Background: an optimization exercise with open tools, aiming at small area, a short achievable clock period and few clock cycles per item. Do not read the settings as production practice. In this exercise RTL edits were held to simulation tests only and were not proved equivalent to the original. Power figures rest on the tool's default switching activity, not on a simulated workload.

==> flow/design.v (outline; a module is shown in full before it is edited, if it fits) <==
// module gdiff_div: 79 lines
// module gdiff_mul: 535 lines
// module gdiff_ram: 28 lines
// module gdiff_add: 11 lines
// module grid_liquid_diffusion_step_unit: 500 lines
module grid_liquid_diffusion_step_unit #(
	parameter int MAX_WIDTH   = gdiff_pkg::MAX_WIDTH_DEF,
	parameter int AMOUNT_BITS = gdiff_pkg::AMOUNT_BITS_DEF,
	localparam int DATA_W     = ((AMOUNT_BITS + 7) / 8) * 8
) (
	input  logic                              clk,
	input  logic                              arst_n,
	input  logic                              s_axis_tvalid,
	output logic                              s_axis_tready,
	input  logic [DATA_W-1:0]                 s_axis_tdata,    
	output logic                              m_axis_tvalid,
	input  logic                              m_axis_tready,
	output logic [DATA_W-1:0]                 m_axis_tdata,    
	output logic                              m_axis_tlast,
	input  logic                              cfg_valid,
	output logic                              cfg_ready,
	input  logic [gdiff_pkg::CFG_INDEX_W-1:0] cfg_index,
	input  logic [gdiff_pkg::CFG_DATA_W-1:0]  cfg_data
);
  // ...
==> flow/run.sh <==
#!/bin/bash
# synth_recipe.tcl (not shown) runs the flow's synth.tcl, then flattens the netlist and writes it again
# the make line also repeats each setting of config.mk as NAME=value (left out here)
make -C /OpenROAD-flow-scripts/flow DESIGN_CONFIG=/design/flow/config.mk WORK_HOME=/design/flow/orfs CLKGATE_MAP_FILE= SYNTH_SCRIPT=/design/flow/synth_recipe.tcl finish
==> flow/config.mk <==
export PLATFORM = sky130hd
export DESIGN_NAME = grid_liquid_diffusion_step_unit
export DESIGN_NICKNAME = grid_liquid_diffusion_step_unit
export VERILOG_FILES = /design/flow/design.v
export SDC_FILE = /design/flow/constraint.sdc
export NUM_CORES = 4
export LEC_CHECK = 0
export CAP_MARGIN = 20
export CORE_MARGIN = 2
export CORE_UTILIZATION = 40
export SETUP_SLACK_MARGIN = 4.5
export SLEW_MARGIN = 20
==> flow/constraint.sdc <==
create_clock -name core_clock -period 7.0 [get_ports {clk}]
set_input_delay 1.4000 -clock core_clock [delete_from_list [all_inputs] [get_ports {clk}]]
set_output_delay 1.4000 -clock core_clock [all_outputs]
set_load 0.01 [all_outputs]
==> flow_summary_export.csv, run 1 <==
group,metric,value,unit
routing,viasPerCell,4.834,
clock_network,cts_root_buf,"clkbuf_16",
critical_path,worst-path-stages,12,
yosys,ys_seq_area_share,62.25,%
layout,nets,5247,
critical_path,slowest_stage,"fa_2",
yosys,ys_warn_count,6,
yosys,ys_async_sr_fraction,7.472,%
critical_path,cp.arrival,4140,ps
critical_path,cp_top_family,"adder cells",
floorplan,core-area,135100,µm²
status,status,"timing/DRC/antenna clean",
timing,fin_skew,50.69,ps
timing,setup_viol,0,
global_routing,grtUsageTotal,16.70,%
power,seqPwrFrac,33.9,%
critical_path,required,7710,ps
layout,largestRegisters,"u_zring.ring_q: 576 flops, u_sring.ring_q: 512 flops, buf_q: 85 flops",
power,power_leakage,27.83,nW
routing,vias,32890,
timing,fin_tns_setup,0,ps
power,pg_comb,0.0167,W
layout,layout-drive-gt1-share,26.60,%
routing,ant_nets,0,
yosys,synth_edf_count,102,
layout,diodes,0,
critical_path,worst_r2r_path_depth,9,
critical_path,regToRegSetupSlack,3680,ps
layout,final-nonclk-buf-share,5.625,%
global_routing,grt_pass1_vias,33120,
layout,postLayoutCellArea,67840,µm²
power,p_total,0.03814,W
critical_path,worstSetupEndpoint,"mc0_q[23]$_DFF_P_",
layout,fin_util,50.20,%
timing,finalCritPeriodShare,49.08,%
routing,wl_met1,52.49,mm
clock_network,cts_setup_buffers,218,
yosys,synth-simple-area-share,8.120,%
timing,hold_ws,296.6,ps
Testbench counts, summed over its fixed seeds: cycles 6,896, items 6,464.
==> inputs of run 2 (changes only) <==
--- a/flow/config.mk
+++ b/flow/config.mk
@@ -9,4 +9,6 @@
 export CORE_MARGIN = 2
 export CORE_UTILIZATION = 40
-export SETUP_SLACK_MARGIN = 4.5
+export CTS_CLUSTER_DIAMETER = 100
+export CTS_CLUSTER_SIZE = 24
+export SETUP_SLACK_MARGIN = 4.0
 export SLEW_MARGIN = 20
==> flow_summary_export.csv, run 2 <==
group,metric,value,unit
yosys,synth_nets,4880,
critical_path,cp_cell_sequence,"buf_12 > buf_12 > buf_12 > a22oi_2 > xor2_2 > fa_2 > fa_2 > fa_2 > inv_2 > fa_2",
placement,dp.cells,6204,
critical_path,slowest_stage,"fa_2",
global_routing,grt_max_degree,73,
run,maxCapViolations,0,
critical_path,crit_type,"input pin to register",
clock_network,cts_root_buf,"clkbuf_16",
yosys,yosysMostFrequentCell,"dfxtp_1",
layout,largest_register_ffs,576,
power,ir_drop,0.3835,mV
routing,drc,0,
layout,final_cells,6472,
floorplan,die_h,372.4,µm
layout,layout_common_cells,"dfxtp_1 (1,360), nor2_1 (267), nand2_1 (253)",
timing,drv_slew,0,
timing,fin_skew,22.23,ps
layout,top_register,"u_zring.ring_q",
floorplan,ios,59,
yosys,yosys-top-cells-count,"dfxtp_1 (1,384), inv_1 (284), nor2_1 (272)",
critical_path,cpPeakStageDelay,550,ps
critical_path,required,7640,ps
timing,finalCritPeriodShare,49.91,%
layout,largestRegisters,"u_zring.ring_q: 576 flops, u_sring.ring_q: 512 flops, buf_q: 85 flops",
critical_path,worst_r2r_endpoint,"mc0_q[13]$_DFF_P_",
clock_network,cts_buffers,78,
timing,fmax,0.2862,GHz
yosys,ys_async_sr_fraction,7.472,%
floorplan,core-area,135100,µm²
critical_path,cp.arrival,4130,ps
clock_network,htreeDepth,3,
layout,multiInputGateArea,19980,µm²
yosys,synth-adder-area-share,8.865,%
yosys,ys_ff_latch,1606,
layout,final_common_cell,"dfxtp_1",
power,power_density,533.4,nW/µm²
worst_hold_path,holdPathStages,0,
timing,worstMarginPinSlew,1097,ps
yosys,synth_top_family_by_area,"compound AO/OA/AOI/OAI gates",
clock_network,cts_sinks,1606,
status,status,"timing/DRC/antenna clean",
routing,post_drt_wl_per_cell,16.82,µm
yosys,synth_compound_area_share,9.434,%
critical_path,cpMostUsedCell,"fa_2",
critical_path,critPathLaunchType,"input pin",
timing,fin_tns_setup,0,ps
global_routing,antenna_found_initial,4,
yosys,synth_cell_types,113,
timing,period_minus_slack,3494,ps
critical_path,path_buf_inv,4,
routing,vias,31540,
floorplan,die_area,138700,µm²
floorplan,die_w,372.4,µm
critical_path,cp_top_family,"adder cells",
yosys,synthCells,4527,
clock_network,cts_buffer_depth,3,
yosys,yosysTopAreaCell,"dfxtp_1",
clock_network,clk_latency,690,ps
global_routing,grtUsageTotal,15.50,%
clock_network,cts_tree,"yes",
layout,syn2layout_area_growth,14.20,%
timing,setup_viol,0,
yosys,synthMuxAreaShare,2.575,%
routing,drtIter0Drc,1904,
yosys,ys_warn_count,6,
yosys,synth_flop_cell,"dfxtp_1",
timing,rsz0062_at_grt,"yes",
placement,dp_hpwl,70.78,mm
global_routing,overflow,0,
layout,fillers,12220,
placement,portBuffers,58,
layout,regArea,33870,µm²
yosys,ys_seq_area_share,62.25,%
yosys,synth-simple-area-share,8.120,%
global_routing,grt_pass1_vias,30940,
worst_hold_path,hold_class,"register to register",
routing,viasPerCell,4.873,
critical_path,r2r_start,"u_recip.one[2]$_DFF_P_",
yosys,postSynthAreaPerCell,11.99,µm²
worst_hold_path,worst_hold_startpoint,"u_sring.ring_q[10][4]$_DFF_P_",
critical_path,worst_r2r_path_depth,8,
critical_path,critPathMaxFanout,5,
clock_network,path_clk_slew,90,ps
layout,nets,5009,
power,power_leakage,25.29,nW
timing,hold_viol,0,
yosys,synthTopCellsByArea,"dfxtp_1 (51%), edfxtp_1 (5.6%), dfrtp_1 (4.8%)",
timing,slew_headroom,26.85,%
yosys,synth-xor-area-share,5.235,%
yosys,syn_area,54280,µm²
yosys,synth_edf_count,102,
layout,layout-drive-gt1-share,15.95,%
routing,routed_wl,108.9,mm
worst_hold_path,hold_end,"u_sring.ring_q[9][4]$_DFF_P_",
critical_path,regToRegSetupSlack,3700,ps
yosys,synth_top_area_share,51.04,%
routing,dr.pass1.iters,5,
critical_path,end_kind,"register",
floorplan,std_cell_rows,135,
floorplan,initial_utilization,40.17,%
routing,ant_nets,0,
global_routing,grt_pass1_wl,170.3,mm
placement,gp_congestion,0.8381,
run 2: cell counts after synthesis:
Identical to the previous run, type by type.
run 2: cell type report:
cell class	instances	area share [%]
tap	1781	3.595
sequential	1606	54.63
clock inverter	11	0.3572
inverter	291	1.806
clock buffer	102	3.360
multi-input combinational	2441	32.23
antenna	2	0.008073
timing repair buffer	238	4.014
run 2: worst max-delay path by stage:
stage                           from                end  slack (ps)  depth (start not counted)
floorplan           s_axis_tdata[14]  mc0_q[23]$_DFF_P_        2950                         11
global placement     s_axis_tdata[9]  mc0_q[13]$_DFF_P_        1780                          9
detailed placement   s_axis_tdata[9]  mc0_q[13]$_DFF_P_        1610                          9
CTS                 s_axis_tdata[11]  mc0_q[13]$_DFF_P_        3600                         10
global route        s_axis_tdata[13]  mc0_q[18]$_DFF_P_        3490                         12
finish              s_axis_tdata[13]  mc0_q[18]$_DFF_P_        3510                         10
run 2: where the power goes:
part	internal (W)	leakage, nW	switching [W]
combinational	0.00692	10.5	0.00819
clock	0.00219	1.11	0.00282
sequential	0.0115	13.7	0.00145
run 2: cells by family (layout without fill, tap and decap cells):
family	Yosys count	after routing
buffers and inverters	480	642
other	0	2
adder cells (fa/ha/maj)	319	319
AO/OA/AOI/OAI	783	783
flip-flops	1606	1606
AND/OR/NAND/NOR	908	908
multiplexers	110	110
XOR/XNOR	321	321
run 2: through the flow:
step	cell area (µm²)	hold WS (ps)	setup WS [ps]	total power, W	utilization [%]
after floorplan	55140	309.6	2955	0.02323	-
after global placement	56900	309.7	1776	0.02637	42.11
after detailed placement	56900	312.1	1612	0.02685	42.11
after CTS	60830	310.6	3601	0.03261	45.01
after global routing	61990	322.7	3491	0.03598	45.87
final	61990	312.1	3506	0.03307	45.88
run 2: worst register-to-register path, cell delays in order, from the launching register on:
cell and delay [ps]:
dfxtp_2 690, a22oi_2 190, xnor2_1 270, fa_2 510, fa_1 520, inv_1 50
fa_1 470, inv_1 50, fa_2 510
run 2: metal layers:
layer	vias to the layer above	global-route usage, %	share of wire (%)
li1	15440	-	-
met1	15350	20.83	47
met2	563	25.82	47
met3	190	2.208	3.5
met4	0	4.742	2.8
met5	-	0	0
run 2: repair_timing:
item                                    4_1_cts  5_1_grt
endpoints found under the setup margin      196      120
buffers inserted                             84       62
gates cloned                                  7        0
pin swaps                                   127       91
gates resized for setup                     352      177
hold buffers                                  0        0
==> inputs of run 3 (changes only) <==
--- a/flow/config.mk
+++ b/flow/config.mk
@@ -10,5 +10,5 @@
 export CORE_UTILIZATION = 40
 export CTS_CLUSTER_DIAMETER = 100
-export CTS_CLUSTER_SIZE = 24
+export CTS_CLUSTER_SIZE = 30
 export SETUP_SLACK_MARGIN = 4.0
 export SLEW_MARGIN = 20
==> flow_summary_export.csv, run 3 <==
group,metric,value,unit
floorplan,initial_utilization,40.17,%
routing,ant_nets,0,
yosys,synth-simple-area-share,8.120,%
routing,drtIter0Drc,1915,
yosys,ys_seq_area_share,62.25,%
yosys,synthMuxAreaShare,2.575,%
layout,regArea,33870,µm²
yosys,synthTopCellsByArea,"dfxtp_1 (51%), edfxtp_1 (5.6%), dfrtp_1 (4.8%)",
global_routing,grt_max_degree,73,
global_routing,overflow,0,
critical_path,end_kind,"register",
power,p_total,0.03260,W
layout,final_common_cell,"dfxtp_1",
layout,nets,4979,
routing,viasPerCell,4.882,
layout,diodes,0,
timing,setup_viol,0,
timing,fin_tns_setup,0,ps
clock_network,clk_latency,690,ps
clock_network,cts_buffers,66,
critical_path,critPathMaxFanout,5,
clock_network,htreeDepth,3,
floorplan,die_w,372.4,µm
timing,slew_headroom,27.10,%
yosys,yosys-top-cells-count,"dfxtp_1 (1,384), inv_1 (284), nor2_1 (272)",
yosys,postSynthAreaPerCell,11.99,µm²
power,ir_drop,0.3912,mV
yosys,yosysMostFrequentCell,"dfxtp_1",
power,power_density,530.3,nW/µm²
critical_path,cp.arrival,4070,ps
yosys,synth_top_family_by_area,"compound AO/OA/AOI/OAI gates",
floorplan,std_cell_rows,135,
clock_network,cts_root_buf,"clkbuf_16",
timing,worstMarginPinSlew,1094,ps
yosys,synth_flop_cell,"dfxtp_1",
floorplan,core-area,135100,µm²
status,status,"timing/DRC/antenna clean",
yosys,synthCells,4527,
yosys,synth_nets,4880,
yosys,synth_cell_types,113,
layout,fillers,12260,
placement,portBuffers,58,
global_routing,busiest_layer,"met2",
worst_hold_path,hold_class,"register to register",
yosys,synth_top_area_share,51.04,%
clock_network,path_clk_slew,120,ps
floorplan,die_h,372.4,µm
timing,hold_viol,0,
global_routing,met2_usage,25.75,%
timing,fmax,0.2909,GHz
placement,gp_congestion,0.8381,
yosys,synth_compound_area_share,9.434,%
yosys,synth-adder-area-share,8.865,%
layout,largest_register_ffs,576,
layout,syn2layout_area_growth,13.24,%
yosys,synth_edf_count,102,
run,maxCapViolations,0,
timing,rsz0062_at_grt,"yes",
timing,period_minus_slack,3437,ps
yosys,syn_area,54280,µm²
layout,largestRegisters,"u_zring.ring_q: 576 flops, u_sring.ring_q: 512 flops, buf_q: 85 flops",
clock_network,holdBufCountCts,0,
layout,multiInputGateArea,19910,µm²
power,power_leakage,25.09,nW
clock_network,cts_tree,"yes",
layout,layout_common_cells,"dfxtp_1 (1,360), nor2_1 (268), nand2_1 (254)",
yosys,ys_async_sr_fraction,7.472,%
yosys,synth-xor-area-share,5.235,%
yosys,ys_warn_count,6,
critical_path,required,7630,ps
floorplan,die_area,138700,µm²
routing,vias,31420,
routing,post_drt_wl_per_cell,16.81,µm
global_routing,grtUsageTotal,15.42,%
yosys,ys_ff_latch,1606,
critical_path,crit_type,"input pin to register",
global_routing,grt_pass1_wl,169.7,mm
layout,top_register,"u_zring.ring_q",
routing,drc,0,
critical_path,critPathLaunchType,"input pin",
timing,fin_skew,28.51,ps
global_routing,grtUsageMet1,20.79,%
placement,dp_hpwl,70.78,mm
global_routing,antenna_found_initial,4,
global_routing,grt_pass1_vias,30850,
floorplan,ios,59,
global_routing,grtUsageMet3,2.255,%
layout,layout-drive-gt1-share,15.36,%
routing,dr.pass1.iters,6,
timing,finalCritPeriodShare,49.10,%
timing,drv_slew,0,
clock_network,cts_sinks,1606,
clock_network,cts_buffer_depth,3,
routing,routed_wl,108.2,mm
yosys,yosysTopAreaCell,"dfxtp_1",
run 3: cell counts after synthesis:
No cell type changed its count.
run 3: area by class of cell:
cell class / instances / share of cell area [%]
inverters: 291 / 1.822
clock buffers: 84 / 2.935
well taps: 1781 / 3.625
flip-flops and latches: 1606 / 55.09
multi-input cells: 2441 / 32.39
clock inverters: 14 / 0.3664
repair buffers: 220 / 3.770
run 3: where the power goes:
part	switching, W	internal [W]	total (W)
Combinational	0.00810	0.00685	0.0150
Clock	0.00279	0.00191	0.00470
Sequential	0.00144	0.0115	0.0129
run 3: stage by stage:
step | setup slack [ps] | instance area [µm²] | instances | util [%] | hold slack (ps)
2_1_floorplan | 2955 | 55140 | 4527 | - | 309.6
5_1_grt | 3510 | 61470 | 6437 | 45.49 | 324.5
3_5_place_dp | 1612 | 56900 | 6204 | 42.11 | 312.1
3_3_place_gp | 1776 | 56900 | 6204 | 42.11 | 309.7
6_report | 3563 | 61470 | 6437 | 45.49 | 321.8
4_1_cts | 3600 | 60500 | 6391 | 44.77 | 322.9
run 3: critical path: stages:
cell	delay, ps
buf_12	120
buf_12	140
a22oi_2	180
xnor2_1	160
fa_2	470
fa_1	500
inv_1	50
fa_1	470
inv_1	50
fa_2	510
run 3: worst paths after layout:
check	from	to	slack (ps)	depth (start not counted)
max in group asynchronous	arst_n	den_q[9]$_DFFE_PN0P_	5040	2
min	u_zring.ring_q[30][8]$_DFF_P_	u_zring.ring_q[29][8]$_DFF_P_	320	0
max	s_axis_tdata[14]	mc0_q[14]$_DFF_P_	3560	10
max reg2reg	u_recip.one[2]$_DFF_P_	mc0_q[14]$_DFF_P_	3740	8
min in group asynchronous	arst_n	m_valid_q$_DFFE_PN0P_	700	1
min reg2reg	u_zring.ring_q[30][8]$_DFF_P_	u_zring.ring_q[29][8]$_DFF_P_	320	0
run 3: kinds of logic (layout without fill, tap and decap cells):
group                    after synthesis  in the layout
multiplexers                         110            110
flip-flops                          1606           1606
buffers and inverters                480            609
AO/OA/AOI/OAI                        783            783
AND/OR/NAND/NOR                      908            908
XOR/XNOR                             321            321
adder cells (fa/ha/maj)              319            319
run 3: repair_timing:
item	in CTS	in global routing
setup buffers	82	45
hold endpoints to repair	0	0
endpoints found under the setup margin	191	129
resized for setup	333	167
pin swaps	118	107
cloned	7	1
run 3: layer usage:
metal / vias to the layer above / part of all wire, %
li1: 15390 / -
met2: 619 / 47
met5: - / 0
met4: 0 / 2.5
met1: 15240 / 47
met3: 180 / 4.0
==> inputs of run 4 (changes only) <==
--- a/flow/config.mk
+++ b/flow/config.mk
@@ -9,6 +9,4 @@
 export CORE_MARGIN = 2
 export CORE_UTILIZATION = 40
-export CTS_CLUSTER_DIAMETER = 100
-export CTS_CLUSTER_SIZE = 30
 export SETUP_SLACK_MARGIN = 4.0
 export SLEW_MARGIN = 20
==> flow_summary_export.csv, run 4 <==
group,metric,value,unit
status,status,"timing/DRC/antenna clean",
global_routing,grt_pass1_vias,31690,
routing,post_drt_wl_per_cell,16.73,µm
timing,fmax,0.2937,GHz
global_routing,grtUsageMet1,20.88,%
timing,hold_ws,292.2,ps
floorplan,die_w,372.4,µm
global_routing,grt_pass1_wl,173.1,mm
layout,nets,5037,
layout,largestRegisters,"u_zring.ring_q: 576 flops, u_sring.ring_q: 512 flops, buf_q: 85 flops",
timing,hold_viol,0,
layout,largest_register_ffs,576,
global_routing,overflow,0,
floorplan,initial_utilization,40.17,%
floorplan,ios,59,
routing,drtIter0Drc,1845,
timing,drv_slew,0,
yosys,synth_flop_cell,"dfxtp_1",
run,maxCapViolations,0,
yosys,synthTopCellsByArea,"dfxtp_1 (51%), edfxtp_1 (5.6%), dfrtp_1 (4.8%)",
yosys,postSynthAreaPerCell,11.99,µm²
yosys,synthCells,4527,
routing,vias,31860,
yosys,ys_async_sr_fraction,7.472,%
global_routing,busiest_layer,"met2",
yosys,ys_seq_area_share,62.25,%
critical_path,critPathMaxFanout,5,
timing,fin_skew,53.71,ps
critical_path,worst_r2r_path_depth,9,
power,power_density,563.4,nW/µm²
yosys,syn_area,54280,µm²
routing,drc,0,
placement,post-place-ws,1612,ps
clock_network,holdBufCountCts,0,
layout,final_common_cell,"dfxtp_1",
power,power_leakage,26.47,nW
routing,ant_nets,0,
clock_network,cts_sinks,1606,
routing,viasPerCell,4.830,
global_routing,grtUsageMet3,3.098,%
layout,top_register,"u_zring.ring_q",
floorplan,die_h,372.4,µm
placement,gp_congestion,0.8381,
clock_network,path_clk_slew,60,ps
yosys,ys_warn_count,6,
timing,setup_ws,3595,ps
clock_network,cts_tree,"yes",
placement,portBuffers,58,
critical_path,critPathLaunchType,"input pin",
yosys,yosysMostFrequentCell,"dfxtp_1",
critical_path,r2r_start,"u_recip.one[4]$_DFF_P_",
timing,rsz0062_at_grt,"yes",
timing,finalCritPeriodShare,48.64,%
timing,worstMarginPinSlew,1100,ps
worst_hold_path,hold_class,"register to register",
global_routing,met2_usage,25.91,%
global_routing,grt_max_degree,73,
yosys,yosys-top-cells-count,"dfxtp_1 (1,384), inv_1 (284), nor2_1 (272)",
layout,layout_common_cells,"dfxtp_1 (1,360), nor2_1 (267), nand2_1 (255)",
critical_path,crit_type,"input pin to register",
routing,routed_wl,110.3,mm
critical_path,worst_r2r_endpoint,"mc0_q[23]$_DFF_P_",
yosys,synth_top_area_share,51.04,%
timing,period_minus_slack,3405,ps
critical_path,worstSetupEndpoint,"mc0_q[14]$_DFF_P_",
clock_network,cts_buffer_depth,3,
yosys,synth_cell_types,113,
yosys,ys_ff_latch,1606,
power,ir_drop,0.3885,mV
layout,layout-drive-gt1-share,18.00,%
worst_hold_path,worst_hold_startpoint,"u_zring.ring_q[7][15]$_DFF_P_",
yosys,yosysTopAreaCell,"dfxtp_1",
critical_path,regToRegSetupSlack,3740,ps
placement,dp_hpwl,70.78,mm
timing,setup_viol,0,
clock_network,clk_latency,790,ps
global_routing,grtUsageTotal,15.86,%
yosys,synth_nets,4880,
timing,slew_headroom,26.64,%
clock_network,cts_buffers,152,
critical_path,end_kind,"register",
clock_network,htreeDepth,4,
clock_network,cts_root_buf,"clkbuf_16",
routing,dr.pass1.iters,6,
timing,fin_tns_setup,0,ps
critical_path,crit_start,"s_axis_tdata[14]",
global_routing,antenna_found_initial,4,
floorplan,die_area,138700,µm²
layout,syn2layout_area_growth,18.88,%
critical_path,cp.arrival,4100,ps
floorplan,std_cell_rows,135,
floorplan,core-area,135100,µm²
critical_path,required,7700,ps
yosys,synth_edf_count,102,
==> run 4: timing repair <==
action / 4_1_cts / 5_1_grt
gates resized for setup: 335 / 165
setup endpoints to repair: 197 / 117
cloned: 7 / 0
setup buffers: 54 / 46
pin swaps: 103 / 110
==> run 4: worst min-delay path by stage <==
| stage | cells after the start | slack, ps | endpoint |
|---|---|---|---|
| 2_1_floorplan | 0 | 310 | lm1_q$_DFF_P_ |
| 3_3_place_gp | 0 | 310 | u_sring.ring_q[9][2]$_DFF_P_ |
| 3_5_place_dp | 0 | 310 | u_sring.ring_q[4][14]$_DFF_P_ |
| 4_1_cts | 0 | 290 | u_sring.ring_q[13][1]$_DFF_P_ |
| 5_1_grt | 0 | 290 | u_sring.ring_q[13][1]$_DFF_P_ |
| 6_report | 0 | 290 | u_zring.ring_q[6][15]$_DFF_P_ |
==> run 4: cell families after synthesis <==
| kind of cell | share of synthesized area, % |
|---|---|
| XOR/XNOR | 5.235 |
| adder cells (fa/ha/maj) | 8.865 |
| AO/OA/AOI/OAI | 9.434 |
| AND/OR/NAND/NOR | 8.120 |
| flip-flops | 62.25 |
| multiplexers | 2.575 |
| buffers and inverters | 3.522 |
==> run 4: critical path: stages <==
cell and delay [ps]:
buf_12 120, buf_16 140, a22oi_2 220, xnor2_2 150, fa_2 460, fa_1 500
inv_1 50, fa_1 470, inv_1 60, fa_2 520
==> run 4: final cells by class <==
| cell class | instances | area (µm²) |
|---|---|---|
| sequential | 1606 | 33870 |
| clock inverter | 75 | 947.2 |
| fill | 12000 | 70600 |
| antenna | 3 | 7.507 |
| inverter | 291 | 1120 |
| clock buffer | 207 | 4388 |
| timing repair buffer | 192 | 2029 |
| tap | 1781 | 2228 |
| multi-input combinational | 2441 | 19940 |
==> run 4: through the flow <==
stage          util, %  instance area [µm²]  total power [W]  cells
2_1_floorplan        -                55140          0.02323   4527
3_3_place_gp     42.11                56900          0.02637   6204
3_5_place_dp     42.11                56900          0.02685   6204
4_1_cts          47.04                63570          0.03607   6547
5_1_grt          47.75                64520          0.03938   6593
6_report         47.75                64530          0.03636   6596
==> run 4: metal layers <==
| layer | routed length (µm) | vias to the layer above | part of all wire [%] |
|---|---|---|---|
| met1 | 50760 | 15380 | 46 |
| li1 | - | 15600 | - |
| met5 | 0 | - | 0 |
| met3 | 5090 | 214 | 4.6 |
| met2 | 51600 | 673 | 47 |
| met4 | 2882 | 0 | 2.6 |
==> run 4: power by group <==
group	internal [W]	total [W]	switching, W	leakage, nW
sequential	0.0115	0.0130	0.00147	13.7
clock	0.00492	0.00846	0.00354	2.59
combinational	0.00672	0.0149	0.00818	10.2
==> module gdiff_div, before the edit <==
module gdiff_div (
	input  logic        clk,
	input  logic        arst_n,
	input  logic        start,      
	input  logic [15:0] den,        
	output logic        hold,       
	output logic [8:0]  one,        
	output logic [8:0]  two,
	output logic [8:0]  neg,
	output logic [4:0]  shift       
);
	logic [4:0]  cnt_q;
	logic [15:0] rem_q;
	logic [15:0] num_q;
	logic [4:0]  l_q;
	logic [15:0] dm1;
	logic [15:0] smear;
	logic [4:0]  l_enc;
	logic [16:0] sh;
	logic [16:0] dif;
	logic        fits;
	assign dm1 = den - 16'd1;
	always_comb begin
		smear[15] = dm1[15];
		for (int i = 14; i >= 0; i--) begin
			smear[i] = smear[i+1] | dm1[i];
		end
		l_enc = '0;
		for (int i = 0; i < 16; i++) begin
			if (dm1[i]) begin
				l_enc = 5'(i + 1);
			end
		end
	end
	assign sh = {rem_q, num_q[15]};
	gdiff_add #(
		.W (17)
	) u_sub (
		.a    (sh),
		.b    (~{1'b0, den}),
		.cin  (1'b1),
		.sum  (dif),
		.cout (fits)
	);
	always_ff @(posedge clk or negedge arst_n) begin
		if (!arst_n) begin
			cnt_q <= '0;
			num_q <= 16'd1;
			l_q   <= 5'd3;
		end else if (start) begin
			cnt_q <= 5'd17;
		end else if (cnt_q == 5'd17) begin
			cnt_q <= 5'd16;
			num_q <= den;
			l_q   <= l_enc;
		end else if (cnt_q != '0) begin
			cnt_q <= cnt_q - 5'd1;
			num_q <= {num_q[14:0], fits};
		end
	end
	always_ff @(posedge clk) begin
		if (cnt_q == 5'd17) begin
			rem_q <= ~dm1 & smear;
		end else begin
			rem_q <= fits ? dif[15:0] : sh[15:0];
		end
	end
	logic [18:0] mb;
	assign mb = {2'b01, num_q, 1'b0};
	always_ff @(posedge clk) begin
		for (int i = 0; i < 9; i++) begin
			one[i] <= mb[2*i+1] ^ mb[2*i];
			two[i] <= (mb[2*i+2] & !mb[2*i+1] & !mb[2*i]) | (!mb[2*i+2] & mb[2*i+1] & mb[2*i]);
			neg[i] <= mb[2*i+2] & !(mb[2*i+1] & mb[2*i]);
		end
	end
	assign hold  = (cnt_q != '0);
	assign shift = l_q;
endmodule
==> module grid_liquid_diffusion_step_unit, before the edit <==
module grid_liquid_diffusion_step_unit #(
	parameter int MAX_WIDTH   = gdiff_pkg::MAX_WIDTH_DEF,
	parameter int AMOUNT_BITS = gdiff_pkg::AMOUNT_BITS_DEF,
	localparam int DATA_W     = ((AMOUNT_BITS + 7) / 8) * 8
) (
	input  logic                              clk,
	input  logic                              arst_n,
	input  logic                              s_axis_tvalid,
	output logic                              s_axis_tready,
	input  logic [DATA_W-1:0]                 s_axis_tdata,    
	output logic                              m_axis_tvalid,
	input  logic                              m_axis_tready,
	output logic [DATA_W-1:0]                 m_axis_tdata,    
	output logic                              m_axis_tlast,
	input  logic                              cfg_valid,
	output logic                              cfg_ready,
	input  logic [gdiff_pkg::CFG_INDEX_W-1:0] cfg_index,
	input  logic [gdiff_pkg::CFG_DATA_W-1:0]  cfg_data
);
	localparam int AB = AMOUNT_BITS;
	localparam int CW = $clog2(MAX_WIDTH);
	localparam int HB = gdiff_pkg::GRID_H_BITS;
	localparam int D  = gdiff_pkg::OUT_SLOTS;
	localparam int NB = D - 1;
	localparam int PB = (NB > 1) ? $clog2(NB) : 1;
	localparam int RW = $clog2(D + 2);
	localparam int ZW = gdiff_pkg::ZW;
	localparam int SW = ZW + 2;
	logic [CW-1:0] wl_q, wl_n;
	logic [HB-1:0] hl_q, hl_n;
	logic [AB-1:0] den_q, den_n;
	logic [CW-1:0] col_q, col_n;
	logic [HB-1:0] row_q, row_n;
	logic          top_q, top_n;
	logic          sec_q, sec_n;
	logic          bot_q, bot_n;
	logic [CW-1:0] pa_q, pa_n;
	logic          fpend_q, fpend_n;
	logic [CW-1:0] fcol_q, fcol_n;
	logic          cfg_wait_n;
	logic [RW-1:0] resv_q, resv_n;
	logic          tready_q, tready_n;
	logic          cready_q, cready_n;
	logic          lt_d0, lt_d1, lt_d2;
	logic          fiss;
	logic          start_free;
	logic          acc;
	logic          cfg_take;
	logic          rate_take;
	logic          produce;
	logic          pop;
	logic [CW-1:0] tok_col;
	logic          rc_hold;
	logic [8:0]    b_one, b_two, b_neg;
	logic [4:0]    l_sh;
	assign lt_d0      = (resv_q < RW'(D));
	assign lt_d1      = (resv_q < RW'(D - 1));
	assign lt_d2      = (resv_q < RW'(D - 2));
	assign fiss       = fpend_q && (pa_q == fcol_q) && lt_d0;
	assign start_free = top_q && (col_q == '0) && !fpend_q;
	assign acc        = s_axis_tvalid && tready_q;
	assign cfg_take   = cfg_valid && cready_q;
	assign rate_take  = cfg_take && (cfg_index == 2'd2);
	assign produce    = fiss || (acc && !top_q);
	assign tok_col    = start_free ? '0 : pa_q;
	assign s_axis_tready = tready_q;
	assign cfg_ready     = cready_q;
	logic          fpend_nf;
	logic [CW-1:0] fcol_nf;
	assign fpend_nf = fpend_q && !(fiss && (fcol_q == wl_q));
	assign fcol_nf  = fiss ? fcol_q + CW'(1) : fcol_q;
	logic [CW-1:0] col_a;
	logic [HB-1:0] row_a;
	logic          top_a, sec_a, bot_a, fend_a;
	logic [CW-1:0] pa_a;
	logic [CW-1:0] pa_1;
	always_comb begin
		col_a  = col_q + CW'(1);
		row_a  = row_q;
		top_a  = top_q;
		sec_a  = sec_q;
		bot_a  = bot_q;
		fend_a = 1'b0;
		if (col_q == wl_q) begin
			col_a = '0;
			if (bot_q) begin
				row_a  = '0;
				top_a  = 1'b1;
				sec_a  = 1'b0;
				bot_a  = (hl_q == '0);
				fend_a = 1'b1;
			end else begin
				row_a = row_q + HB'(1);
				top_a = 1'b0;
				sec_a = top_q;
				bot_a = ((row_q + HB'(1)) == hl_q);
			end
		end
		pa_1 = pa_q + CW'(1);
		pa_a = start_free ? CW'(1) : pa_1;
	end
	always_comb begin
		wl_n       = wl_q;
		hl_n       = hl_q;
		den_n      = den_q;
		col_n      = col_q;
		row_n      = row_q;
		top_n      = top_q;
		sec_n      = sec_q;
		bot_n      = bot_q;
		fpend_n    = fpend_nf;
		fcol_n     = fcol_nf;
		resv_n     = resv_q + RW'(produce) - RW'(pop);
		pa_n       = pa_1;
		if (acc) begin
			col_n = col_a;
			row_n = row_a;
			top_n = top_a;
			sec_n = sec_a;
			bot_n = bot_a;
			pa_n  = pa_a;
			if (fend_a) begin
				fpend_n = 1'b1;
				fcol_n  = '0;
			end
		end
		if (cfg_take && (cfg_index != 2'd3)) begin
			col_n = '0;
			row_n = '0;
			top_n = 1'b1;
			sec_n = 1'b0;
			bot_n = (hl_q == '0);
			case (cfg_index)
				2'd0: begin
					if (cfg_data[5:0] == 6'd0) begin
						wl_n = '0;
					end else if (cfg_data[5:0] > 6'(MAX_WIDTH)) begin
						wl_n = CW'(MAX_WIDTH - 1);
					end else begin
						wl_n = CW'(cfg_data[5:0] - 6'd1);
					end
				end
				2'd1: begin
					hl_n  = (cfg_data == '0) ? '0 : cfg_data - HB'(1);
					bot_n = (cfg_data[HB-1:1] == '0);
				end
				default: begin
					den_n = (cfg_data == '0) ? AB'(1) : cfg_data;
				end
			endcase
		end
	end
	function automatic logic can_take(input logic top, input logic [CW-1:0] col,
			input logic [CW-1:0] pa, input logic fpend, input logic [CW-1:0] fcol,
			input logic slot);
		can_take = (top && (col == '0) && !fpend)
			|| ((pa == col) && (top ? (!fpend || (col < fcol) || ((pa == fcol) && slot))
				: slot));
	endfunction
	logic slot_n0, slot_a0;
	logic t_n0, t_n1, t_a0, t_a1;
	logic slot_n, slot_a;
	logic t_sel;
	always_comb begin
		slot_n0 = fiss ? lt_d1 : lt_d0;
		slot_a0 = top_q ? slot_n0 : (fiss ? lt_d2 : lt_d1);
		t_n0    = can_take(top_q, col_q, pa_1, fpend_nf, fcol_nf, 1'b0);
		t_n1    = can_take(top_q, col_q, pa_1, fpend_nf, fcol_nf, 1'b1);
		t_a0    = can_take(top_a, col_a, pa_a, fend_a || fpend_nf, fend_a ? '0 : fcol_nf,
			1'b0);
		t_a1    = can_take(top_a, col_a, pa_a, fend_a || fpend_nf, fend_a ? '0 : fcol_nf,
			1'b1);
		slot_n  = pop || slot_n0;
		slot_a  = top_q ? slot_n : (pop ? slot_n0 : slot_a0);
		if (cfg_take) begin
			t_sel = (cfg_index == 2'd3) ? (slot_n ? t_n1 : t_n0) : 1'b1;
		end else if (acc) begin
			t_sel = slot_a ? t_a1 : t_a0;
		end else begin
			t_sel = slot_n ? t_n1 : t_n0;
		end
		cfg_wait_n = cfg_valid && !cready_q;
		tready_n = t_sel && !cfg_wait_n && !rate_take && !rc_hold;
		cready_n = cfg_wait_n && !(acc ? (fend_a || fpend_nf) : fpend_nf);
	end
	always_ff @(posedge clk or negedge arst_n) begin
		if (!arst_n) begin
			wl_q     <= CW'(MAX_WIDTH - 1);
			hl_q     <= HB'(31);
			den_q    <= AB'(8);
			col_q    <= '0;
			row_q    <= '0;
			top_q    <= 1'b1;
			sec_q    <= 1'b0;
			bot_q    <= 1'b0;
			pa_q     <= '0;
			fpend_q  <= 1'b0;
			fcol_q   <= '0;
			resv_q   <= '0;
			tready_q <= 1'b0;
			cready_q <= 1'b0;
		end else begin
			wl_q     <= wl_n;
			hl_q     <= hl_n;
			den_q    <= den_n;
			col_q    <= col_n;
			row_q    <= row_n;
			top_q    <= top_n;
			sec_q    <= sec_n;
			bot_q    <= bot_n;
			pa_q     <= pa_n;
			fpend_q  <= fpend_n;
			fcol_q   <= fcol_n;
			resv_q   <= resv_n;
			tready_q <= tready_n;
			cready_q <= cready_n;
		end
	end
	gdiff_div u_recip (
		.clk    (clk),
		.arst_n (arst_n),
		.start  (rate_take),
		.den    (den_q),
		.hold   (rc_hold),
		.one    (b_one),
		.two    (b_two),
		.neg    (b_neg),
		.shift  (l_sh)
	);
	logic          v0_q, f0_q;
	logic [AB-1:0] a0_q;
	logic [34:0]   ms0_q, mc0_q;
	logic          lm0_q, rm0_q, top0_q;
	logic [2:0]    k0_q;
	logic          lm_t, rm_t, uptop_t;
	logic [34:0]   ms, mc;
	assign lm_t    = (tok_col == '0);
	assign rm_t    = (tok_col == wl_q);
	assign uptop_t = fiss ? (hl_q == '0) : sec_q;
	gdiff_mul u_mul (
		.a   (s_axis_tdata[AB-1:0]),
		.one (b_one),
		.two (b_two),
		.neg (b_neg),
		.s   (ms),
		.c   (mc)
	);
	always_ff @(posedge clk or negedge arst_n) begin
		if (!arst_n) begin
			v0_q <= 1'b0;
			f0_q <= 1'b0;
		end else begin
			v0_q <= acc;
			f0_q <= fiss;
		end
	end
	always_ff @(posedge clk) begin
		a0_q   <= s_axis_tdata[AB-1:0];
		ms0_q  <= ms;
		mc0_q  <= mc;
		lm0_q  <= lm_t;
		rm0_q  <= rm_t;
		top0_q <= top_q;
		k0_q   <= 3'(!fiss) + 3'(!uptop_t) + 3'(!lm_t) + 3'(!rm_t);
	end
	logic          v1_q, f1_q;
	logic [16:0]   t1_q;
	logic [AB:0]   au1_q;
	logic [ZW:0]   zr1_q;
	logic [ZW-1:0] ks1_q;
	logic          lm1_q, rm1_q, top1_q;
	logic [AB-1:0] s_tap0_unused, s_tap1_unused, s_tap2, s_tap3;
	logic [ZW-1:0] z_tap0_unused, z_tap1_unused, z_tap2, z_tap3_unused;
	logic [34:0]   prod;
	logic [AB:0]   au;
	logic [AB-1:0] up_m0, right_m0;
	logic [ZW:0]   zr;
	logic [ZW-1:0] s3x;
	logic [ZW-1:0] ks;
	gdiff_add #(
		.W (35)
	) u_add_prod (
		.a    (ms0_q),
		.b    (mc0_q),
		.cin  (1'b0),
		.sum  (prod),
		.cout ()
	);
	assign up_m0    = top0_q ? '0 : s_tap2;
	assign right_m0 = rm0_q ? '0 : s_tap3;
	gdiff_add #(
		.W (AB + 1)
	) u_add_au (
		.a    ({1'b0, a0_q}),
		.b    ({1'b0, up_m0}),
		.cin  (1'b0),
		.sum  (au),
		.cout ()
	);
	gdiff_add #(
		.W (ZW + 1)
	) u_add_zr (
		.a    ({1'b0, z_tap2}),
		.b    ({3'b000, right_m0}),
		.cin  (1'b0),
		.sum  (zr),
		.cout ()
	);
	gdiff_add #(
		.W (ZW)
	) u_add_s3 (
		.a    ({2'b00, s_tap2}),
		.b    ({1'b0, s_tap2, 1'b0}),
		.cin  (1'b0),
		.sum  (s3x),
		.cout ()
	);
	always_comb begin
		case (k0_q)
			3'd0:    ks = '0;
			3'd1:    ks = {2'b00, s_tap2};
			3'd2:    ks = {1'b0, s_tap2, 1'b0};
			3'd3:    ks = s3x;
			default: ks = {s_tap2, 2'b00};
		endcase
	end
	always_ff @(posedge clk or negedge arst_n) begin
		if (!arst_n) begin
			v1_q <= 1'b0;
			f1_q <= 1'b0;
		end else begin
			v1_q <= v0_q;
			f1_q <= f0_q;
		end
	end
	always_ff @(posedge clk) begin
		t1_q   <= prod[32:16];
		au1_q  <= au;
		zr1_q  <= zr;
		ks1_q  <= ks;
		lm1_q  <= lm0_q;
		rm1_q  <= rm0_q;
		top1_q <= top0_q;
	end
	logic          v_r, f_r;
	logic [AB-1:0] s_r;
	logic [ZW-1:0] base_r;
	logic [SW-1:0] pre_r;
	logic          rm_r, top_r;
	logic [AB-1:0] prev_s_q;
	logic [AB-1:0] left_m;
	logic [ZW-1:0] base;
	logic [SW-1:0] pre;
	assign left_m = lm1_q ? '0 : (v_r ? s_r : prev_s_q);
	gdiff_add #(
		.W (ZW)
	) u_add_base (
		.a    ({1'b0, au1_q}),
		.b    ({2'b00, left_m}),
		.cin  (1'b0),
		.sum  (base),
		.cout ()
	);
	gdiff_add #(
		.W (SW)
	) u_add_pre (
		.a    ({1'b0, zr1_q}),
		.b    (~{2'b00, ks1_q}),
		.cin  (1'b1),
		.sum  (pre),
		.cout ()
	);
	always_ff @(posedge clk or negedge arst_n) begin
		if (!arst_n) begin
			v_r <= 1'b0;
			f_r <= 1'b0;
		end else begin
			v_r <= v1_q;
			f_r <= f1_q;
		end
	end
	always_ff @(posedge clk) begin
		s_r    <= AB'(t1_q >> l_sh);
		base_r <= base;
		pre_r  <= pre;
		rm_r   <= rm1_q;
		top_r  <= top1_q;
		if (v_r) begin
			prev_s_q <= s_r;
		end
	end
	logic [AB-1:0] down_m;
	logic [SW-1:0] sum;
	logic          o_v_q, o_l_q;
	logic [SW-1:0] o_sum_q;
	gdiff_ram #(
		.WIDTH (ZW),
		.DEPTH (MAX_WIDTH),
		.LAG   (0)
	) u_zring (
		.clk   (clk),
		.we    (v_r),
		.wdata (base_r),
		.tap0  (z_tap0_unused),
		.tap1  (z_tap1_unused),
		.tap2  (z_tap2),
		.tap3  (z_tap3_unused)
	);
	gdiff_ram #(
		.WIDTH (AB),
		.DEPTH (MAX_WIDTH),
		.LAG   (0)
	) u_sring (
		.clk   (clk),
		.we    (v_r),
		.wdata (s_r),
		.tap0  (s_tap0_unused),
		.tap1  (s_tap1_unused),
		.tap2  (s_tap2),
		.tap3  (s_tap3)
	);
	assign down_m = f_r ? '0 : s_r;
	gdiff_add #(
		.W (SW)
	) u_add_sum (
		.a    (pre_r),
		.b    ({4'b0000, down_m}),
		.cin  (1'b0),
		.sum  (sum),
		.cout ()
	);
	always_ff @(posedge clk or negedge arst_n) begin
		if (!arst_n) begin
			o_v_q <= 1'b0;
		end else begin
			o_v_q <= f_r || (v_r && !top_r);
		end
	end
	always_ff @(posedge clk) begin
		o_sum_q <= sum;
		o_l_q   <= f_r && rm_r;
	end
	logic [AB-1:0] res;
	logic          m_valid_q;
	logic [AB-1:0] m_data_q;
	logic          m_last_q;
	logic [AB:0]   buf_q [NB];
	logic [PB-1:0] rd_q, wr_q;
	logic [RW-1:0] cnt_q;
	logic          load_out;
	logic          to_buf;
	logic          from_buf;
	always_comb begin
		if (o_sum_q[SW-1]) begin
			res = '0;
		end else if (|o_sum_q[SW-2:AB]) begin
			res = '1;
		end else begin
			res = o_sum_q[AB-1:0];
		end
	end
	assign pop      = m_valid_q && m_axis_tready;
	assign load_out = !m_valid_q || pop;
	assign from_buf = load_out && (cnt_q != '0);
	assign to_buf   = o_v_q && !(load_out && (cnt_q == '0));
	always_ff @(posedge clk or negedge arst_n) begin
		if (!arst_n) begin
			m_valid_q <= 1'b0;
			rd_q      <= '0;
			wr_q      <= '0;
			cnt_q     <= '0;
		end else begin
			if (load_out) begin
				m_valid_q <= (cnt_q != '0) || o_v_q;
			end
			if (from_buf) begin
				rd_q <= (rd_q == PB'(NB - 1)) ? '0 : rd_q + PB'(1);
			end
			if (to_buf) begin
				wr_q <= (wr_q == PB'(NB - 1)) ? '0 : wr_q + PB'(1);
			end
			cnt_q <= cnt_q + RW'(to_buf) - RW'(from_buf);
		end
	end
	always_ff @(posedge clk) begin
		if (load_out) begin
			if (cnt_q != '0) begin
				{m_last_q, m_data_q} <= buf_q[rd_q];
			end else begin
				{m_last_q, m_data_q} <= {o_l_q, res};
			end
		end
		if (to_buf) begin
			buf_q[wr_q] <= {o_l_q, res};
		end
	end
	assign m_axis_tvalid = m_valid_q;
	assign m_axis_tdata  = DATA_W'(m_data_q);
	assign m_axis_tlast  = m_last_q;
endmodule
==> inputs of run 5 (changes only) <==
--- a/flow/design.v
+++ b/flow/design.v
@@ -7,5 +7,5 @@
 	localparam int GRID_H_BITS = 16;
 	localparam int RATE_BITS   = 16;
-	localparam int OUT_SLOTS = 6;
+	localparam int OUT_SLOTS = 7;
 	localparam int ZW = 18;
 endpackage
@@ -86,5 +86,5 @@
 		end
 	end
-	assign hold  = (cnt_q != '0);
+	assign hold  = (cnt_q > 5'd1);
 	assign shift = l_q;
 endmodule
@@ -892,4 +892,28 @@
 		.shift  (l_sh)
 	);
+	logic          vt_q, ft_q;
+	logic [AB-1:0] at_q;
+	logic          lmt_q, rmt_q, topt_q;
+	logic [2:0]    kt_q;
+	logic          lm_t, rm_t, uptop_t;
+	assign lm_t    = (tok_col == '0);
+	assign rm_t    = (tok_col == wl_q);
+	assign uptop_t = fiss ? (hl_q == '0) : sec_q;
+	always_ff @(posedge clk or negedge arst_n) begin
+		if (!arst_n) begin
+			vt_q <= 1'b0;
+			ft_q <= 1'b0;
+		end else begin
+			vt_q <= acc;
+			ft_q <= fiss;
+		end
+	end
+	always_ff @(posedge clk) begin
+		at_q   <= s_axis_tdata[AB-1:0];
+		lmt_q  <= lm_t;
+		rmt_q  <= rm_t;
+		topt_q <= top_q;
+		kt_q   <= 3'(!fiss) + 3'(!uptop_t) + 3'(!lm_t) + 3'(!rm_t);
+	end
 	logic          v0_q, f0_q;
 	logic [AB-1:0] a0_q;
@@ -897,11 +921,7 @@
 	logic          lm0_q, rm0_q, top0_q;
 	logic [2:0]    k0_q;
-	logic          lm_t, rm_t, uptop_t;
 	logic [34:0]   ms, mc;
-	assign lm_t    = (tok_col == '0);
-	assign rm_t    = (tok_col == wl_q);
-	assign uptop_t = fiss ? (hl_q == '0) : sec_q;
 	gdiff_mul u_mul (
-		.a   (s_axis_tdata[AB-1:0]),
+		.a   (at_q),
 		.one (b_one),
 		.two (b_two),
@@ -915,16 +935,16 @@
 			f0_q <= 1'b0;
 		end else begin
-			v0_q <= acc;
-			f0_q <= fiss;
+			v0_q <= vt_q;
+			f0_q <= ft_q;
 		end
 	end
 	always_ff @(posedge clk) begin
-		a0_q   <= s_axis_tdata[AB-1:0];
+		a0_q   <= at_q;
 		ms0_q  <= ms;
 		mc0_q  <= mc;
-		lm0_q  <= lm_t;
-		rm0_q  <= rm_t;
-		top0_q <= top_q;
-		k0_q   <= 3'(!fiss) + 3'(!uptop_t) + 3'(!lm_t) + 3'(!rm_t);
+		lm0_q  <= lmt_q;
+		rm0_q  <= rmt_q;
+		top0_q <= topt_q;
+		k0_q   <= kt_q;
 	end
 	logic          v1_q, f1_q;
--- a/flow/config.mk
+++ b/flow/config.mk
@@ -9,4 +9,6 @@
 export CORE_MARGIN = 2
 export CORE_UTILIZATION = 40
-export SETUP_SLACK_MARGIN = 4.0
+export CTS_CLUSTER_DIAMETER = 100
+export CTS_CLUSTER_SIZE = 30
+export SETUP_SLACK_MARGIN = 3.5
 export SLEW_MARGIN = 20
==> flow_summary_export.csv, run 5 <==
group,metric,value,unit
status,status,"timing/DRC/antenna clean",
global_routing,grtUsageTotal,14.59,%
worst_hold_path,hold_class,"register to register",
clock_network,cts_root_buf,"clkbuf_16",
global_routing,overflow,0,
timing,worstMarginPinSlew,1030,ps
layout,syn2layout_area_growth,8.620,%
global_routing,grt_max_degree,50,
power,power_density,458.3,nW/µm²
yosys,ys_warn_count,6,
timing,rsz0062_at_grt,"yes",
critical_path,slowest_stage,"a2111oi_1",
layout,layout-drive-gt1-share,6.478,%
layout,regArea,34880,µm²
placement,gp_congestion,0.8667,
yosys,yosysTopAreaCell,"dfxtp_1",
clock_network,htreeDepth,3,
yosys,postSynthAreaPerCell,12.10,µm²
critical_path,crit_type,"register to register",
critical_path,cp.arrival,3920,ps
timing,fin_skew,31.55,ps
yosys,synth_nets,4880,
layout,final_common_cell,"dfxtp_1",
floorplan,die_area,139900,µm²
layout,largestRegisters,"u_zring.ring_q: 576 flops, u_sring.ring_q: 512 flops, buf_q: 102 flops",
floorplan,die_h,374.1,µm
timing,setup_ws,3627,ps
clock_network,holdBufCountCts,0,
run,maxCapViolations,0,
yosys,yosysMostFrequentCell,"dfxtp_1",
timing,slew_headroom,31.36,%
global_routing,antenna_found_initial,18,
yosys,synth_top_area_share,51.38,%
critical_path,required,7550,ps
critical_path,critPathLaunchType,"register",
timing,fin_tns_setup,0,ps
layout,nets,4879,
clock_network,clk_latency,690,ps
floorplan,core-area,135600,µm²
clock_network,path_clk_slew,120,ps
routing,vias,30670,
global_routing,grt_pass1_vias,30050,
layout,layout_common_cells,"dfxtp_1 (1,386), inv_1 (277), nand2_1 (277)",
critical_path,cp_top_family,"compound AO/OA/AOI/OAI gates",
floorplan,initial_utilization,40.39,%
routing,dr.pass1.iters,6,
floorplan,ios,59,
yosys,syn_area,54780,µm²
yosys,synthCells,4527,
yosys,ys_ff_latch,1649,
floorplan,die_w,374.1,µm
critical_path,end_kind,"register",
routing,drtIter0Drc,1667,
yosys,synth_flop_cell,"dfxtp_1",
floorplan,std_cell_rows,135,
placement,post-place-ws,2799,ps
layout,multiInputGateArea,18350,µm²
yosys,synth_edf_count,119,
yosys,yosys-top-cells-count,"dfxtp_1 (1,406), inv_1 (278), nand2_1 (277)",
layout,largest_register_ffs,576,
routing,ant_nets,0,
global_routing,grt_pass1_wl,163.2,mm
clock_network,cts_tree,"yes",
power,power_leakage,24.14,nW
placement,dp.cells,6222,
timing,hold_ws,315.7,ps
yosys,ys_async_sr_fraction,7.520,%
placement,portBuffers,58,
layout,final_cells,6340,
yosys,synth_cell_types,82,
power,ir_drop,0.4422,mV
critical_path,cp_cell_sequence,"ha_1 > fa_1 > a21o_1 > a21o_1 > a2111oi_1 > nor3_1 > nor3_1 > xnor2_1 > mux2_2 > a22oi_1 > o21ai_0",
clock_network,cts_buffer_depth,3,
critical_path,critPathMaxFanout,8,
routing,post_drt_wl_per_cell,16.26,µm
critical_path,cpPeakStageDelay,580,ps
timing,period_minus_slack,3373,ps
layout,fillers,12500,
timing,hold_viol,0,
yosys,synthTopCellsByArea,"dfxtp_1 (51%), edfxtp_1 (6.5%), dfrtp_1 (5.0%)",
critical_path,regToRegSetupSlack,3630,ps
routing,routed_wl,103.1,mm
timing,fmax,0.2964,GHz
critical_path,path_buf_inv,0,
routing,viasPerCell,4.838,
timing,finalCritPeriodShare,48.19,%
timing,setup_viol,0,
clock_network,cts_buffers,67,
yosys,ys_seq_area_share,63.60,%
routing,drc,0,
placement,dp_hpwl,71.19,mm
layout,top_register,"u_zring.ring_q",
clock_network,cts_sinks,1649,
timing,drv_slew,0,
## run 5: changes by cell type after synthesis, sizes merged, moves of 8 or more
cell,change
mux2,+8
dfxtp,+22
or3,+10
nand2,+16
xnor2,+18
nor2,-16
buf,-19
edfxtp,+17
clkbuf,+9
a21oi,-31
o21ai,+32
## run 5: stage by stage
step	total power [W]	area (µm²)	util, %
detailed placement	0.02290	57180	42.16
floorplan	0.01990	54790	-
finish	0.02727	59500	43.87
global route	0.02985	59490	43.86
CTS	0.02756	59200	43.64
global placement	0.02248	57180	42.16
## run 5: layout make-up
type / instances / area share, %
clock inverters: 13 / 0.3133
repair buffers: 109 / 1.733
inverters: 284 / 1.794
well taps: 1781 / 3.745
diodes: 5 / 0.02103
multi-input cells: 2415 / 30.83
flip-flops and latches: 1649 / 58.62
clock buffers: 84 / 2.942
## run 5: worst register-to-register path, cell delays in order (launching register included)
cell,delay (ps)
dfxtp_1,470
ha_1,320
fa_1,470
a21o_1,170
a21o_1,210
a2111oi_1,580
nor3_1,170
nor3_1,240
xnor2_1,90
mux2_2,270
a22oi_1,130
o21ai_0,120
## run 5: per-layer routing
metal	vias to the layer above	share of wire (%)	global-route usage [%]
met1	14740	46	19.59
met4	4	2.7	4.644
met3	184	4.6	2.409
met5	-	0.021	0
li1	15130	-	-
met2	618	46	24.01
## run 5: final timing paths
path / depth (start not counted) / startpoint / to
min reg2reg: 0 / u_zring.ring_q[13][17]$_DFF_P_ / u_zring.ring_q[12][17]$_DFF_P_
min in group asynchronous: 1 / arst_n / wr_q[0]$_DFFE_PN0P_
max: 11 / u_sring.ring_q[2][1]$_DFF_P_ / ks1_q[11]$_DFF_P_
max in group asynchronous: 2 / arst_n / den_q[1]$_DFFE_PN0P_
max reg2reg: 11 / u_sring.ring_q[2][1]$_DFF_P_ / ks1_q[11]$_DFF_P_
min: 0 / u_zring.ring_q[13][17]$_DFF_P_ / u_zring.ring_q[12][17]$_DFF_P_
## run 5: cells by family (layout without fill, tap and decap cells)
| kind of cell | Yosys count | count (layout) | synth area share [%] |
|---|---|---|---|
| xor gates and xnor gates | 337 | 337 | 5.415 |
| buffers and inverters | 463 | 490 | 3.225 |
| muxes | 114 | 114 | 2.643 |
| adders and majority gates | 318 | 318 | 8.766 |
| AOI/OAI and AO/OA | 750 | 750 | 8.716 |
| DFF | 1649 | 1649 | 63.60 |
| and+or+nand+nor | 896 | 896 | 7.633 |
| other | 0 | 5 | 0 |
## run 5: power breakdown
| group | switching (W) | internal [W] | total [W] | leakage (nW) |
|---|---|---|---|---|
| Sequential | 0.000909 | 0.0107 | 0.0116 | 14.0 |
| Clock | 0.00278 | 0.00184 | 0.00462 | 0.936 |
| Combinational | 0.00607 | 0.00494 | 0.0110 | 9.19 |
## run 5: repair_timing
item,in CTS,in global routing
hold endpoints to repair,0,0
gates cloned,0,1
setup endpoints to repair,64,91
pin swaps,0,13
setup buffers,1,14
resized for setup,25,47
Testbench counts of run 5, summed over its fixed seeds: cycles 6,896, items 6,464.
==> inputs of run 6 (changes only) <==
--- a/flow/config.mk
+++ b/flow/config.mk
@@ -11,4 +11,4 @@
 export CTS_CLUSTER_DIAMETER = 100
 export CTS_CLUSTER_SIZE = 30
-export SETUP_SLACK_MARGIN = 3.5
+export SETUP_SLACK_MARGIN = 4.5
 export SLEW_MARGIN = 20
==> flow_summary_export.csv, run 6 <==
group,metric,value,unit
status,status,"timing/DRC/antenna clean",
layout,top_register,"u_zring.ring_q",
yosys,synth-adder-area-share,8.766,%
clock_network,cts_sinks,1649,
yosys,synth_cell_types,82,
timing,drv_slew,0,
layout,syn2layout_area_growth,19.56,%
layout,final_common_cell,"dfxtp_1",
timing,period_minus_slack,3096,ps
floorplan,die_w,374.1,µm
timing,rsz0062_at_grt,"yes",
global_routing,grtUsageTotal,15.83,%
global_routing,grt_pass1_wl,176.3,mm
floorplan,initial_utilization,40.39,%
placement,dp_hpwl,72.06,mm
yosys,yosysMostFrequentCell,"dfxtp_1",
yosys,yosysTopAreaCell,"dfxtp_1",
layout,nets,5203,
yosys,synth-xor-area-share,5.415,%
yosys,ys_seq_area_share,63.60,%
clock_network,cts_tree,"yes",
critical_path,cp.arrival,3750,ps
floorplan,std_cell_rows,135,
routing,drtIter0Drc,1973,
worst_hold_path,holdPathStages,0,
global_routing,grt_max_degree,67,
yosys,ys_warn_count,6,
floorplan,ios,59,
critical_path,worst_r2r_path_depth,9,
yosys,synth_nets,4880,
critical_path,end_kind,"register",
timing,fin_tns_setup,0,ps
global_routing,antenna_found_initial,7,
layout,layout_common_cells,"dfxtp_1 (1,348), nand2_1 (263), buf_4 (258)",
timing,worstMarginPinSlew,1006,ps
layout,postLayoutCellArea,65500,µm²
clock_network,path_clk_slew,120,ps
clock_network,cts_buffers,66,
yosys,synth_edf_count,119,
timing,setup_viol,0,
power,power_density,457.0,nW/µm²
floorplan,core-area,135600,µm²
layout,final_cells,6661,
yosys,synth_top_area_share,51.38,%
yosys,yosys-top-cells-count,"dfxtp_1 (1,406), inv_1 (278), nand2_1 (277)",
power,power_leakage,26.64,nW
timing,hold_ws,318.0,ps
yosys,synthCells,4527,
critical_path,crit_type,"register to register",
layout,largest_register_ffs,576,
yosys,synth-simple-area-share,7.633,%
yosys,ys_ff_latch,1649,
routing,vias,32330,
clock_network,cts_buffer_depth,3,
timing,finalCritPeriodShare,44.23,%
clock_network,clk_latency,720,ps
placement,portBuffers,58,
routing,drc,0,
floorplan,die_h,374.1,µm
critical_path,critPathLaunchType,"register",
worst_hold_path,hold_class,"register to register",
layout,largestRegisters,"u_zring.ring_q: 576 flops, u_sring.ring_q: 512 flops, buf_q: 102 flops",
routing,routed_wl,112.9,mm
routing,ant_nets,0,
placement,dp.cells,6213,
timing,slew_headroom,32.94,%
clock_network,cts_root_buf,"clkbuf_16",
yosys,synthMuxAreaShare,2.643,%
routing,viasPerCell,4.854,
yosys,synth_flop_cell,"dfxtp_1",
routing,post_drt_wl_per_cell,16.95,µm
yosys,syn_area,54780,µm²
yosys,synth_compound_area_share,8.716,%
yosys,synth_top_family_by_area,"adder cells",
yosys,synthTopCellsByArea,"dfxtp_1 (51%), edfxtp_1 (6.5%), dfrtp_1 (5.0%)",
layout,layout-drive-gt1-share,23.98,%
critical_path,required,7650,ps
timing,fin_skew,24.30,ps
run,maxCapViolations,0,
layout,fin_util,48.29,%
critical_path,critPathMaxFanout,5,
yosys,postSynthAreaPerCell,12.10,µm²
placement,placed_area,57910,µm²
global_routing,grt_pass1_vias,31770,
placement,gp_congestion,0.8299,
timing,hold_viol,0,
routing,dr.pass1.iters,5,
power,ir_drop,0.4132,mV
clock_network,htreeDepth,3,
floorplan,die_area,139900,µm²
yosys,ys_async_sr_fraction,7.520,%
global_routing,overflow,0,
timing,fmax,0.3230,GHz
==> run 6: layout make-up <==
type	instances	area, µm²
multi-input cells	2415	21020
repair buffers	434	4155
fillers	11880	70140
clock buffers	84	1719
well taps	1781	2228
inverters	284	1122
clock inverters	13	205.2
flip-flops and latches	1649	35040
diodes	1	2.502
==> run 6: where the power goes <==
| group | leakage [nW] | switching (W) | internal (W) |
|---|---|---|---|
| registers | 14.0 | 0.000916 | 0.0108 |
| logic | 11.7 | 0.00720 | 0.00645 |
| clock network | 0.926 | 0.00279 | 0.00181 |
==> run 6: what timing repair did <==
action	CTS	global route
setup endpoints to repair	307	218
pin swaps	251	243
setup buffers	246	98
hold buffers	0	0
gates resized for setup	541	298
gates cloned	5	1
==> run 6: path summary, 6_finish.rpt <==
| kind | startpoint | endpoint | slack (ps) |
|---|---|---|---|
| max reg2reg | at_q[14]$_DFF_P_ | mc0_q[14]$_DFF_P_ | 3900 |
| min | u_zring.ring_q[10][15]$_DFF_P_ | u_zring.ring_q[9][15]$_DFF_P_ | 320 |
| max | at_q[14]$_DFF_P_ | mc0_q[14]$_DFF_P_ | 3900 |
| min reg2reg | u_zring.ring_q[10][15]$_DFF_P_ | u_zring.ring_q[9][15]$_DFF_P_ | 320 |
| min in group asynchronous | arst_n | hl_q[7]$_DFFE_PN0P_ | 520 |
| max in group asynchronous | arst_n | den_q[0]$_DFFE_PN0P_ | 5270 |
==> run 6: stage by stage <==
| stage | total power [W] | worst slack [ps] |
|---|---|---|
| after floorplan | 0.02039 | 4033 |
| after CTS | 0.02924 | 3947 |
| after detailed placement | 0.02337 | 2985 |
| final | 0.02993 | 3904 |
| after global routing | 0.03253 | 3727 |
| after global placement | 0.02300 | 2994 |
==> run 6: kinds of logic (layout without fill, tap and decap cells) <==
group | Yosys count | after routing
multiplexers | 114 | 114
flip-flops | 1649 | 1649
XOR/XNOR | 337 | 337
adder cells (fa/ha/maj) | 318 | 318
buffers and inverters | 463 | 815
AND/OR/NAND/NOR | 896 | 896
other | 0 | 1
AO/OA/AOI/OAI | 750 | 750
==> run 6: worst max-delay path, stage by stage (launching register included) <==
cell and delay [ps]:
dfxtp_4 420, buf_12 160, a22oi_2 220, xnor2_2 160, fa_2 480, fa_1 490, inv_1 50, fa_1 470
inv_1 50, fa_2 520
==> run 6: metal layers <==
layer  track usage [%]  vias to the layer above  routed length [µm]
met1             21.78                    15730               52660
met3             2.441                      181                4618
met4             4.385                        0                2869
met5                 0                        -                   0
li1                  -                    15790                   -
met2             25.87                      631               52730
==> inputs of run 7 (changes only) <==
--- a/flow/config.mk
+++ b/flow/config.mk
@@ -11,4 +11,4 @@
 export CTS_CLUSTER_DIAMETER = 100
 export CTS_CLUSTER_SIZE = 30
-export SETUP_SLACK_MARGIN = 4.5
+export SETUP_SLACK_MARGIN = 5.0
 export SLEW_MARGIN = 20
==> flow_summary_export.csv, run 7 <==
group,metric,value,unit
yosys,yosys-top-cells-count,"dfxtp_1 (1,406), inv_1 (278), nand2_1 (277)",
power,seqPwrFrac,38.1,%
timing,fin_skew,36.83,ps
critical_path,critPathMaxFanout,7,
power,pwr-share-clk,15.5,%
routing,viasPerCell,4.889,
timing,fmax,0.3185,GHz
floorplan,ios,59,
layout,top_register,"u_zring.ring_q",
critical_path,end_kind,"register",
routing,drtIter0Drc,2106,
global_routing,grt_pass1_wl,178.4,mm
timing,fin_tns_setup,0,ps
yosys,ys_async_sr_fraction,7.520,%
timing,worstMarginPinSlew,950.2,ps
timing,finalCritPeriodShare,44.85,%
critical_path,worst_r2r_endpoint,"tready_q$_DFF_PN0_",
critical_path,slowest_stage,"dfrtp_1",
layout,fillers,11670,
critical_path,regToRegSetupSlack,3860,ps
yosys,synthTopCellsByArea,"dfxtp_1 (51%), edfxtp_1 (6.5%), dfrtp_1 (5.0%)",
clock_network,clk_latency,710,ps
global_routing,antenna_found_initial,7,
clock_network,cts_sinks,1649,
timing,slew_headroom,36.20,%
critical_path,path_buf_inv,2,
yosys,yosysTopAreaCell,"dfxtp_1",
critical_path,crit_type,"register to register",
clock_network,htreeDepth,3,
critical_path,r2r_start,"resv_q[3]$_DFF_PN0_",
clock_network,holdBufCountCts,0,
routing,drc,0,
yosys,ys_ff_latch,1649,
yosys,syn_area,54780,µm²
critical_path,cp_top_family,"simple AND/OR/NAND/NOR gates",
critical_path,worst_r2r_path_depth,14,
floorplan,die_w,374.1,µm
layout,layout_common_cells,"dfxtp_1 (1,345), buf_4 (282), nand2_1 (257)",
global_routing,overflow,0,
floorplan,initial_utilization,40.39,%
yosys,synth_flop_cell,"dfxtp_1",
timing,period_minus_slack,3139,ps
timing,rsz0062_at_grt,"yes",
yosys,synth_nets,4880,
routing,dr.pass1.iters,5,
timing,drv_slew,0,
worst_hold_path,hold_end,"u_sring.ring_q[12][8]$_DFF_P_",
routing,vias,32940,
timing,hold_viol,0,
layout,largestRegisters,"u_zring.ring_q: 576 flops, u_sring.ring_q: 512 flops, buf_q: 102 flops",
yosys,synth_cell_types,82,
yosys,synth_top_area_share,51.38,%
critical_path,required,7610,ps
yosys,synth_edf_count,119,
yosys,postSynthAreaPerCell,12.10,µm²
worst_hold_path,hold_class,"register to register",
layout,multiInputGateArea,22040,µm²
timing,setup_viol,0,
layout,postLayoutCellArea,67480,µm²
power,power_density,454.9,nW/µm²
yosys,synthCells,4527,
global_routing,grt_pass1_vias,32220,
critical_path,cpMostUsedCell,"ha_4",
critical_path,worst-path-stages,14,
clock_network,cts_buffers,67,
placement,post-place-ws,3030,ps
placement,placed_area,58370,µm²
yosys,ys_warn_count,6,
timing,hold_ws,317.8,ps
status,status,"timing/DRC/antenna clean",
power,combinationalPowerShare,46.4,%
-- run 7: cell count changes in the layout (fill, tap and decap cells not counted), moves of 16 or more --
cell | before | now
nor2_1 | 234 | 211
buf_4 | 258 | 282
o21ai_1 | 32 | 72
a21oi_2 | 33 | 49
buf_6 | 78 | 106
o21ai_0 | 164 | 108
-- run 7: power groups by stage --
| stage | registers [W] | clock network [W] | logic (W) |
|---|---|---|---|
| 2_1_floorplan | 0.0113 | 0 | 0.00931 |
| 3_3_place_gp | 0.0119 | 0 | 0.0113 |
| 3_5_place_dp | 0.0119 | 0 | 0.0116 |
| 4_1_cts | 0.0117 | 0.00494 | 0.0133 |
| 5_1_grt | 0.0118 | 0.00525 | 0.0161 |
| 6_report | 0.0117 | 0.00476 | 0.0143 |
-- run 7: final cells by class --
class | instances | area share (%)
Clock buffer | 86 | 2.651
Timing Repair Buffer | 499 | 7.342
Clock inverter | 13 | 0.3653
Sequential cell | 1649 | 51.96
Tap cell | 1781 | 3.302
Multi-Input combinational cell | 2420 | 32.66
Inverter | 284 | 1.695
Antenna cell | 6 | 0.02225
-- run 7: kinds of logic (layout without fill, tap and decap cells) --
group / Yosys count / count (layout) / synth area share [%]
AO/OA/AOI/OAI: 750 / 750 / 8.716
buffers and inverters: 463 / 882 / 3.225
other: 0 / 6 / 0
AND/OR/NAND/NOR: 896 / 901 / 7.633
flip-flops: 1649 / 1649 / 63.60
XOR/XNOR: 337 / 337 / 5.415
multiplexers: 114 / 114 / 2.643
adder cells (fa/ha/maj): 318 / 318 / 8.766
-- run 7: worst max path at each step --
| stage | start | endpoint |
|---|---|---|
| final | resv_q[3]$_DFF_PN0_ | tready_q$_DFF_PN0_ |
| after global routing | resv_q[3]$_DFF_PN0_ | tready_q$_DFF_PN0_ |
| after CTS | at_q[12]$_DFF_P_ | mc0_q[17]$_DFF_P_ |
| after detailed placement | m_axis_tready | buf_q[0][3]$_DFFE_PP_ |
| after global placement | m_axis_tready | resv_q[1]$_DFF_PN0_ |
| after floorplan | at_q[9]$_DFF_P_ | mc0_q[14]$_DFF_P_ |
-- run 7: metrics by stage --
stage                     instances  util, %  total power, W
after global placement         6210    43.03         0.02325
final                          6738    49.75         0.03070
after global routing           6732    49.74         0.03319
after floorplan                4527        -         0.02060
after CTS                      6620    47.90         0.02991
after detailed placement       6210    43.03         0.02353
-- run 7: timing repair --
| action | 4_1_cts | 5_1_grt |
|---|---|---|
| pin swaps | 268 | 252 |
| endpoints found under the hold margin | 0 | 0 |
| cloned | 10 | 7 |
| gates resized for setup | 682 | 387 |
| setup buffers | 301 | 105 |
| endpoints found under the setup margin | 481 | 342 |
-- run 7: metal layers --
metal | vias to the layer above | part of all wire, % | global-route usage (%)
met5 | - | 0 | 0
met4 | 0 | 3.0 | 4.522
met3 | 210 | 4.3 | 2.363
met2 | 735 | 47 | 26.49
met1 | 16040 | 46 | 21.72
li1 | 15960 | - | -

afterwards: timing with drivers on the ports:
No port has a modelled driver above. Below, the same layouts with a new extraction and two added sets of constraints.
Step 1 assumes that a clkbuf_16 drives the clock port and a buf_2 every other input.
Step 2 times the ports against the registers' clock, not the clock port: input delays grow and output delays shrink by t, the midpoint of the rising clock arrivals with the driver on.
a / b / c = ideal ports / drivers / drivers and shift; a / b = the first two.
run	shift t [ns]	setup WS [ns]
run 1	0.842	3.564 / 3.573 / 2.731
run 2	0.754	3.506 / 3.504 / 2.750
run 3	0.746	3.563 / 3.566 / 2.820
run 4	0.835	3.595 / 3.603 / 2.768
run 5	0.743	3.627 / 3.627 / 3.003
run 6	0.768	3.904 / 3.904 / 3.479
run 7	0.760	3.861 / 3.861 / 3.675
After both steps setup and hold are still met in every run listed.
